This design comes from an exercise in tuning for small area, a short achievable clock period and few clock cycles per item on the open sky130 flow, not from production work.

Setup of main:
==> flow/design.v <==
package ldpc_pkg;
    localparam int Z     = 4;
    localparam int BR    = 2;
    localparam int BC    = 4;
    localparam int N_VAR = BC * Z;
    localparam int N_CHK = BR * Z;
    localparam int N_EDGE = N_CHK * BC;    
    localparam int LLR_W   = 5;
    localparam int MSG_MAX = 15;
    localparam int SUM_W   = 8;
    localparam int CIDX_W  = $clog2(BC);
    localparam logic [2*BR*BC-1:0] SHIFT = 16'b01_11_00_10_11_10_01_00;
    function automatic int shift_of(int row, int col);
        shift_of = 0;
        shift_of[1:0] = SHIFT[(row * BC + col) * 2 +: 2];
    endfunction
    localparam int MAX_ITER = 8;
    localparam int ITER_W   = 4;
    localparam int IN_CREDITS  = 2;
    localparam int OUT_CREDITS = 2;
    localparam int Q_PTR_W     = $clog2(IN_CREDITS);
    localparam int Q_CNT_W     = $clog2(IN_CREDITS + 1);
    localparam int OCR_W       = $clog2(OUT_CREDITS + 1);
    function automatic int var_of(int chk, int col);
        var_of = col * Z + ((chk % Z) + shift_of(chk / Z, col)) % Z;
    endfunction
    function automatic int edge_of(int vidx, int row);
        int col;
        int t;
        col = vidx / Z;
        t = vidx % Z;
        edge_of = (row * Z + (t - shift_of(row, col) + Z) % Z) * BC + col;
    endfunction
endpackage
`timescale 1ns/1ps
module cnu (
    input  logic [3:0]  sgn_in,
    input  logic [15:0] mag_in,
    output logic [3:0] min1,
    output logic [3:0] min2,
    output logic [1:0] min_idx
);
    logic [3:0] m [4];
    logic bt [4][4];           
    logic [3:0] first, second;
    always_comb begin
        for (int i = 0; i < 4; i++) m[i] = mag_in[4*i +: 4];
        for (int i = 0; i < 4; i++)
            for (int j = i + 1; j < 4; j++) begin
                bt[i][j] = !(m[j] < m[i]);    
                bt[j][i] = !bt[i][j];
            end
        for (int i = 0; i < 4; i++) begin
            logic [2:0] w;
            int k;
            k = 0;
            w = '0;
            for (int j = 0; j < 4; j++)
                if (j != i) begin
                    w[k] = bt[i][j];
                    k++;
                end
            first[i]  = &w;
            second[i] = (w[0] & w[1] & ~w[2]) | (w[0] & ~w[1] & w[2]) | (~w[0] & w[1] & w[2]);
        end
        min1 = '0;
        min2 = '0;
        for (int i = 0; i < 4; i++) begin
            min1 = min1 | (m[i] & {4{first[i]}});
            min2 = min2 | (m[i] & {4{second[i]}});
        end
        min_idx = {first[2] | first[3], first[1] | first[3]};
    end
endmodule
`timescale 1ns/1ps
module cnu_bank (
    input  logic clk,
    input  logic clear,       
    input  logic [ldpc_pkg::N_EDGE-1:0]   v2c_sgn,    
    input  logic [ldpc_pkg::N_EDGE*4-1:0] v2c_mag,
    output logic [ldpc_pkg::N_EDGE-1:0]   c2v_sgn,    
    output logic [ldpc_pkg::N_EDGE*4-1:0] c2v_mag
);
    localparam int NC = ldpc_pkg::N_CHK;
    localparam int BC = ldpc_pkg::BC;
    logic [3:0] m1_q [NC];
    logic [3:0] m2_q [NC];
    logic [1:0] ix_q [NC];
    logic [BC-1:0] sg_q [NC];
    logic fresh;    
    always_ff @(posedge clk)
        fresh <= clear;
    for (genvar c = 0; c < NC; c++) begin : g_chk
        logic [3:0] m1, m2;
        logic [1:0] ix;
        cnu u_cnu (
            .sgn_in  (v2c_sgn[c*BC +: BC]),
            .mag_in  (v2c_mag[c*BC*4 +: BC*4]),
            .min1    (m1),
            .min2    (m2),
            .min_idx (ix)
        );
        always_ff @(posedge clk) begin
            m1_q[c] <= m1;
            m2_q[c] <= m2;
            ix_q[c] <= ix;
            sg_q[c] <= {BC{^v2c_sgn[c*BC +: BC]}} ^ v2c_sgn[c*BC +: BC];    
        end
        for (genvar j = 0; j < BC; j++) begin : g_col
            assign c2v_mag[(c*BC+j)*4 +: 4] = fresh ? 4'd0 : (ix_q[c] == 2'(j)) ? m2_q[c] : m1_q[c];
            assign c2v_sgn[c*BC+j] = sg_q[c][j];
        end
    end
endmodule
`timescale 1ns/1ps
module vnu (
    input  logic signed [4:0] llr,
    input  logic       s0, input logic [3:0] m0,
    input  logic       s1, input logic [3:0] m1,
    output logic       vs0, output logic [3:0] vm0,
    output logic       vs1, output logic [3:0] vm1,
    output logic       dec
);
    function automatic logic [5:0] add5(logic [4:0] a, logic [4:0] b, logic cin);
        logic c;
        c = cin;
        for (int i = 0; i < 5; i++) begin
            add5[i] = a[i] ^ b[i] ^ c;
            c = (a[i] & b[i]) | (c & (a[i] ^ b[i]));
        end
        add5[5] = a[4] ^ b[4] ^ c;
    endfunction
    function automatic logic sgn65(logic [5:0] a, logic [4:0] b, logic cin);
        logic c;
        logic [5:0] bb;
        bb = {b[4], b};
        c = cin;
        for (int i = 0; i < 6; i++)
            c = (a[i] & bb[i]) | (c & (a[i] ^ bb[i]));
        sgn65 = a[5] ^ bb[5] ^ c;    
    endfunction
    function automatic logic [4:0] satmag(logic [5:0] e);
        logic n;
        logic [5:0] t;
        logic [3:0] inc;
        logic sat;
        n = e[5];
        t = e ^ {6{n}};
        inc = t[3:0] + 4'(n);
        sat = t[4] | (t[3:0] == 4'd15) | (n & (t[3:0] == 4'd14));
        satmag = {n, sat ? 4'd15 : inc};
    endfunction
    logic [4:0] b0, b1;
    logic [5:0] e0, e1;
    assign b0 = {s0, m0 ^ {4{s0}}};
    assign b1 = {s1, m1 ^ {4{s1}}};
    assign e0 = add5(llr, b1, s1);
    assign e1 = add5(llr, b0, s0);
    assign dec = sgn65(e0, b0, s0);
    assign {vs0, vm0} = satmag(e0);
    assign {vs1, vm1} = satmag(e1);
endmodule
`timescale 1ns/1ps
module vnu_bank (
    input  logic [ldpc_pkg::N_VAR*ldpc_pkg::LLR_W-1:0] chan_llr,
    input  logic [ldpc_pkg::N_EDGE-1:0]   c2v_sgn,    
    input  logic [ldpc_pkg::N_EDGE*4-1:0] c2v_mag,
    output logic [ldpc_pkg::N_EDGE-1:0]   v2c_sgn,    
    output logic [ldpc_pkg::N_EDGE*4-1:0] v2c_mag,
    output logic [ldpc_pkg::N_VAR-1:0] dec
);
    for (genvar v = 0; v < ldpc_pkg::N_VAR; v++) begin : g_var
        localparam int E0 = ldpc_pkg::edge_of(v, 0);
        localparam int E1 = ldpc_pkg::edge_of(v, 1);
        vnu u_vnu (
            .llr (chan_llr[v*ldpc_pkg::LLR_W +: ldpc_pkg::LLR_W]),
            .s0  (c2v_sgn[E0]),
            .m0  (c2v_mag[E0*4 +: 4]),
            .s1  (c2v_sgn[E1]),
            .m1  (c2v_mag[E1*4 +: 4]),
            .vs0 (v2c_sgn[E0]),
            .vm0 (v2c_mag[E0*4 +: 4]),
            .vs1 (v2c_sgn[E1]),
            .vm1 (v2c_mag[E1*4 +: 4]),
            .dec (dec[v])
        );
    end
endmodule
`timescale 1ns/1ps
module syndrome_check (
    input  logic [ldpc_pkg::N_VAR-1:0] dec,
    output logic syn_zero
);
    logic [ldpc_pkg::N_CHK-1:0] parity;
    for (genvar c = 0; c < ldpc_pkg::N_CHK; c++) begin : g_chk
        logic [ldpc_pkg::BC-1:0] bits;
        for (genvar j = 0; j < ldpc_pkg::BC; j++) begin : g_col
            assign bits[j] = dec[ldpc_pkg::var_of(c, j)];
        end
        assign parity[c] = ^bits;
    end
    assign syn_zero = ~|parity;    
endmodule
`timescale 1ns/1ps
module ldpc_decoder (
    input  logic clk,
    input  logic rst,
    input  logic in_valid,
    input  logic [ldpc_pkg::N_VAR*ldpc_pkg::LLR_W-1:0] in_llr,
    output logic in_credit,
    output logic out_valid,
    output logic [ldpc_pkg::N_VAR-1:0] out_bits,
    output logic [ldpc_pkg::ITER_W-1:0] out_iters,
    output logic out_ok,
    input  logic out_credit
);
    localparam int FW = ldpc_pkg::N_VAR * ldpc_pkg::LLR_W;
    localparam int NV = ldpc_pkg::N_VAR;
    logic [FW-1:0] slot [2];
    logic [1:0] vld;
    logic wr, rd;
    logic [FW-1:0] llr;
    logic [NV-1:0] sm0;
    logic s0;
    logic [1:0] ahead;
    logic [ldpc_pkg::ITER_W-1:0] iter;
    logic full;                        
    logic [ldpc_pkg::OCR_W-1:0] out_cnt;
    logic [1:0] cred;                  
    logic [ldpc_pkg::N_EDGE-1:0]   v2c_sgn, c2v_sgn;
    logic [ldpc_pkg::N_EDGE*4-1:0] v2c_mag, c2v_mag;
    logic [NV-1:0] dec, in_sgn;
    logic syn_zero, in_ok;
    logic done, can_take, take_eng, take_sm, take, restart, to_sm, push_eng;
    for (genvar v = 0; v < NV; v++) begin : g_sgn
        assign in_sgn[v] = in_llr[v*ldpc_pkg::LLR_W + ldpc_pkg::LLR_W - 1];
    end
    syndrome_check u_in_check (
        .dec      (in_sgn),
        .syn_zero (in_ok)
    );
    assign to_sm     = in_valid && in_ok && (!s0 || take_sm);
    assign push_eng  = in_valid && !to_sm;
    assign llr       = slot[rd];
    assign done      = vld[rd] && (syn_zero || iter[3]);    
    assign out_valid = full && (out_cnt != '0);
    assign can_take  = !full || out_valid;
    assign take_sm   = can_take && s0 && (ahead == '0);
    assign take_eng  = can_take && done && !(s0 && (ahead == '0));
    assign take      = take_sm || take_eng;
    assign restart   = done || !vld[rd];    
    always_ff @(posedge clk) begin
        for (int i = 0; i < 2; i++)
            if (!vld[i])
                slot[i] <= in_llr;
        if (to_sm)
            sm0 <= in_sgn;
    end
    always_ff @(posedge clk or posedge rst) begin
        if (rst) begin
            vld       <= '0;
            wr        <= 1'b0;
            rd        <= 1'b0;
            s0        <= 1'b0;
            ahead     <= '0;
            iter      <= '0;
            full      <= 1'b0;
            out_cnt   <= ldpc_pkg::OCR_W'(ldpc_pkg::OUT_CREDITS);
            cred      <= '0;
            in_credit <= 1'b0;
        end else begin
            if (push_eng) begin
                vld[wr] <= 1'b1;
                wr      <= !wr;
            end
            if (take_eng) begin
                vld[rd] <= 1'b0;
                rd      <= !rd;
            end
            s0 <= (s0 && !take_sm) || to_sm;
            if (to_sm)
                ahead <= 2'(vld[0]) + 2'(vld[1]) - 2'(take_eng);
            else if (take_eng)
                ahead <= ahead - 2'(s0);
            iter      <= restart ? '0 : iter + 1'b1;
            out_cnt   <= out_cnt - ldpc_pkg::OCR_W'(out_valid) + ldpc_pkg::OCR_W'(out_credit);
            if (take)
                full <= 1'b1;
            else if (out_valid)
                full <= 1'b0;
            begin
                logic [1:0] cn0, cn1;
                cn0 = cred + 2'(to_sm);
                cn1 = cn0 + 2'd1;
                in_credit <= take_eng || (cn0 != '0);
                cred      <= take_eng ? cn1 - 2'd1 : cn0 - 2'(cn0 != '0);
            end
        end
    end
    always_ff @(posedge clk) begin
        if (take) begin
            out_bits  <= take_sm ? sm0 : dec;
            out_iters <= take_sm ? '0 : iter;
            out_ok    <= take_sm || syn_zero;
        end
    end
    cnu_bank u_cnu_bank (
        .clk     (clk),
        .clear   (restart),
        .v2c_sgn (v2c_sgn),
        .v2c_mag (v2c_mag),
        .c2v_sgn (c2v_sgn),
        .c2v_mag (c2v_mag)
    );
    vnu_bank u_vnu_bank (
        .chan_llr (llr),
        .c2v_sgn  (c2v_sgn),
        .c2v_mag  (c2v_mag),
        .v2c_sgn  (v2c_sgn),
        .v2c_mag  (v2c_mag),
        .dec      (dec)
    );
    syndrome_check u_syndrome_check (
        .dec      (dec),
        .syn_zero (syn_zero)
    );
endmodule
export LEC_CHECK = 0
export ABC_AREA = 1
export CAP_MARGIN = 20
export CORE_MARGIN = 2
export CORE_UTILIZATION = 40
export SLEW_MARGIN = 20
create_clock -name core_clock -period 14.0 [get_ports {clk}]
run.sh (not shown) runs the stock make flow with config.mk's settings and CLKGATE_MAP_FILE= SYNTH_SCRIPT=/design/flow/synth_recipe.tcl, a recipe that flattens the netlist after the stock synthesis.
main reached the final stage; the timing, DRC and antenna checks on its layout passed.
Modified inputs, the feature branch compared to main
-- flow/design.v --
<<< main, line 216
);
    localparam int FW = ldpc_pkg::N_VAR * ldpc_pkg::LLR_W;
    localparam int NV = ldpc_pkg::N_VAR;
    logic [FW-1:0] slot [2];
    logic [1:0] vld;
    logic wr, rd;
    logic [FW-1:0] llr;
    logic [NV-1:0] sm0;
    logic s0;
    logic [1:0] ahead;
    logic [ldpc_pkg::ITER_W-1:0] iter;
    logic full;                        
    logic [ldpc_pkg::OCR_W-1:0] out_cnt;
    logic [1:0] cred;                  
    logic [ldpc_pkg::N_EDGE-1:0]   v2c_sgn, c2v_sgn;
    logic [ldpc_pkg::N_EDGE*4-1:0] v2c_mag, c2v_mag;
    logic [NV-1:0] dec, in_sgn;
    logic syn_zero, in_ok;
    logic done, can_take, take_eng, take_sm, take, restart, to_sm, push_eng;
    for (genvar v = 0; v < NV; v++) begin : g_sgn
        assign in_sgn[v] = in_llr[v*ldpc_pkg::LLR_W + ldpc_pkg::LLR_W - 1];
    end
    syndrome_check u_in_check (
        .dec      (in_sgn),
        .syn_zero (in_ok)
    );
    assign to_sm     = in_valid && in_ok && (!s0 || take_sm);
    assign push_eng  = in_valid && !to_sm;
    assign llr       = slot[rd];
    assign done      = vld[rd] && (syn_zero || iter[3]);    
    assign out_valid = full && (out_cnt != '0);
    assign can_take  = !full || out_valid;
    assign take_sm   = can_take && s0 && (ahead == '0);
    assign take_eng  = can_take && done && !(s0 && (ahead == '0));
    assign take      = take_sm || take_eng;
    assign restart   = done || !vld[rd];    
    always_ff @(posedge clk) begin
>>> the feature branch, line 216
);
    localparam int FW = ldpc_pkg::N_VAR * ldpc_pkg::LLR_W;
    logic [FW-1:0] slot [2];
    logic [1:0] vld;
    logic wr, rd;
    logic [FW-1:0] llr;
    logic [ldpc_pkg::ITER_W-1:0] iter;
    logic full;                        
    logic [ldpc_pkg::OCR_W-1:0] out_cnt;
    logic [ldpc_pkg::N_EDGE-1:0]   v2c_sgn, c2v_sgn;
    logic [ldpc_pkg::N_EDGE*4-1:0] v2c_mag, c2v_mag;
    logic [ldpc_pkg::N_VAR-1:0] dec;
    logic syn_zero;
    logic done, pop, restart;
    assign llr       = slot[rd];
    assign done      = vld[rd] && (syn_zero || iter[3]);    
    assign out_valid = full && (out_cnt != '0);
    assign pop       = done && (!full || out_valid);
    assign restart   = done || !vld[rd];    
    always_ff @(posedge clk) begin
<<< main, line 254
            if (!vld[i])
                slot[i] <= in_llr;
        if (to_sm)
            sm0 <= in_sgn;
    end
    always_ff @(posedge clk or posedge rst) begin
>>> the feature branch, line 237
            if (!vld[i])
                slot[i] <= in_llr;
    end
    always_ff @(posedge clk or posedge rst) begin
<<< main, line 262
            wr        <= 1'b0;
            rd        <= 1'b0;
            s0        <= 1'b0;
            ahead     <= '0;
            iter      <= '0;
            full      <= 1'b0;
            out_cnt   <= ldpc_pkg::OCR_W'(ldpc_pkg::OUT_CREDITS);
            cred      <= '0;
            in_credit <= 1'b0;
        end else begin
            if (push_eng) begin
                vld[wr] <= 1'b1;
                wr      <= !wr;
            end
            if (take_eng) begin
                vld[rd] <= 1'b0;
                rd      <= !rd;
            end
            s0 <= (s0 && !take_sm) || to_sm;
            if (to_sm)
                ahead <= 2'(vld[0]) + 2'(vld[1]) - 2'(take_eng);
            else if (take_eng)
                ahead <= ahead - 2'(s0);
            iter      <= restart ? '0 : iter + 1'b1;
            out_cnt   <= out_cnt - ldpc_pkg::OCR_W'(out_valid) + ldpc_pkg::OCR_W'(out_credit);
            if (take)
                full <= 1'b1;
            else if (out_valid)
                full <= 1'b0;
            begin
                logic [1:0] cn0, cn1;
                cn0 = cred + 2'(to_sm);
                cn1 = cn0 + 2'd1;
                in_credit <= take_eng || (cn0 != '0);
                cred      <= take_eng ? cn1 - 2'd1 : cn0 - 2'(cn0 != '0);
            end
        end
    end
    always_ff @(posedge clk) begin
        if (take) begin
            out_bits  <= take_sm ? sm0 : dec;
            out_iters <= take_sm ? '0 : iter;
            out_ok    <= take_sm || syn_zero;
        end
    end
>>> the feature branch, line 243
            wr        <= 1'b0;
            rd        <= 1'b0;
            iter      <= '0;
            full      <= 1'b0;
            out_cnt   <= ldpc_pkg::OCR_W'(ldpc_pkg::OUT_CREDITS);
            in_credit <= 1'b0;
        end else begin
            if (in_valid) begin
                vld[wr] <= 1'b1;
                wr      <= !wr;
            end
            if (pop) begin
                vld[rd] <= 1'b0;
                rd      <= !rd;
            end
            iter      <= restart ? '0 : iter + 1'b1;
            in_credit <= pop;
            out_cnt   <= out_cnt - ldpc_pkg::OCR_W'(out_valid) + ldpc_pkg::OCR_W'(out_credit);
            if (pop)
                full <= 1'b1;
            else if (out_valid)
                full <= 1'b0;
        end
    end
    always_ff @(posedge clk) begin
        if (pop) begin
            out_bits  <= dec;
            out_iters <= iter;
            out_ok    <= syn_zero;
        end
    end
Results
| post-layout worst setup margin | the feature branch vs main | 0.35 ns higher |. main → the feature branch: total detailed-routing wirelength now sits lower. Cmp main and the feature branch / netlist area before placement / higher: main. Compared with main, the feature branch degrades via count. Diff main..the feature branch | multi-input combinational cell count | negligible. Taking main as the reference, in the feature branch post-route clock period utilization lower. Comparing main against the feature branch, there is no change at all in total setup violations reported at the end of the flow. The multiplexer share of the synthesized area reported for the feature branch is greater than that of main by 0.56 points. Re summed negative setup slack over all endpoints: no difference whatsoever between the feature branch and main. For layout overhead on the synthesized area, main and the feature branch come out practically identical. Launch point of the worst path = u_cnu_bank.fresh: the feature branch; launch point of the worst path = rd: main.
No functional check of the RTL was part of any run of this note.

[port drivers added, routing unchanged]
Ports are ideal in the flow. The routed layouts listed here were re-timed in OpenROAD.
Step 1 assumes that a clkbuf_16 drives the clock port and a buf_2 every other input.
Step 2 times the ports against the registers' clock, not the clock port: input delays grow and output delays shrink by t, the midpoint of the rising clock arrivals with the driver on.
Slacks: ideal ports / drivers / drivers and shift; pairs: ideal ports / drivers.
| run | t, ns | slack for setup (ns) | hold slack, ns | worst setup path after step 2 | worst data-port slew with drivers (ns) |
|---|---|---|---|---|---|
| main | 0.629 | 7.254 / 7.254 / 7.254 | 0.496 / 0.496 / 0.496 | register to register | 0.12 |
| the feature branch | 0.630 | 7.603 / 7.603 / 7.603 | 0.456 / 0.456 / 0.456 | register to register | 0.05 |
After both steps every run listed still meets setup and hold.
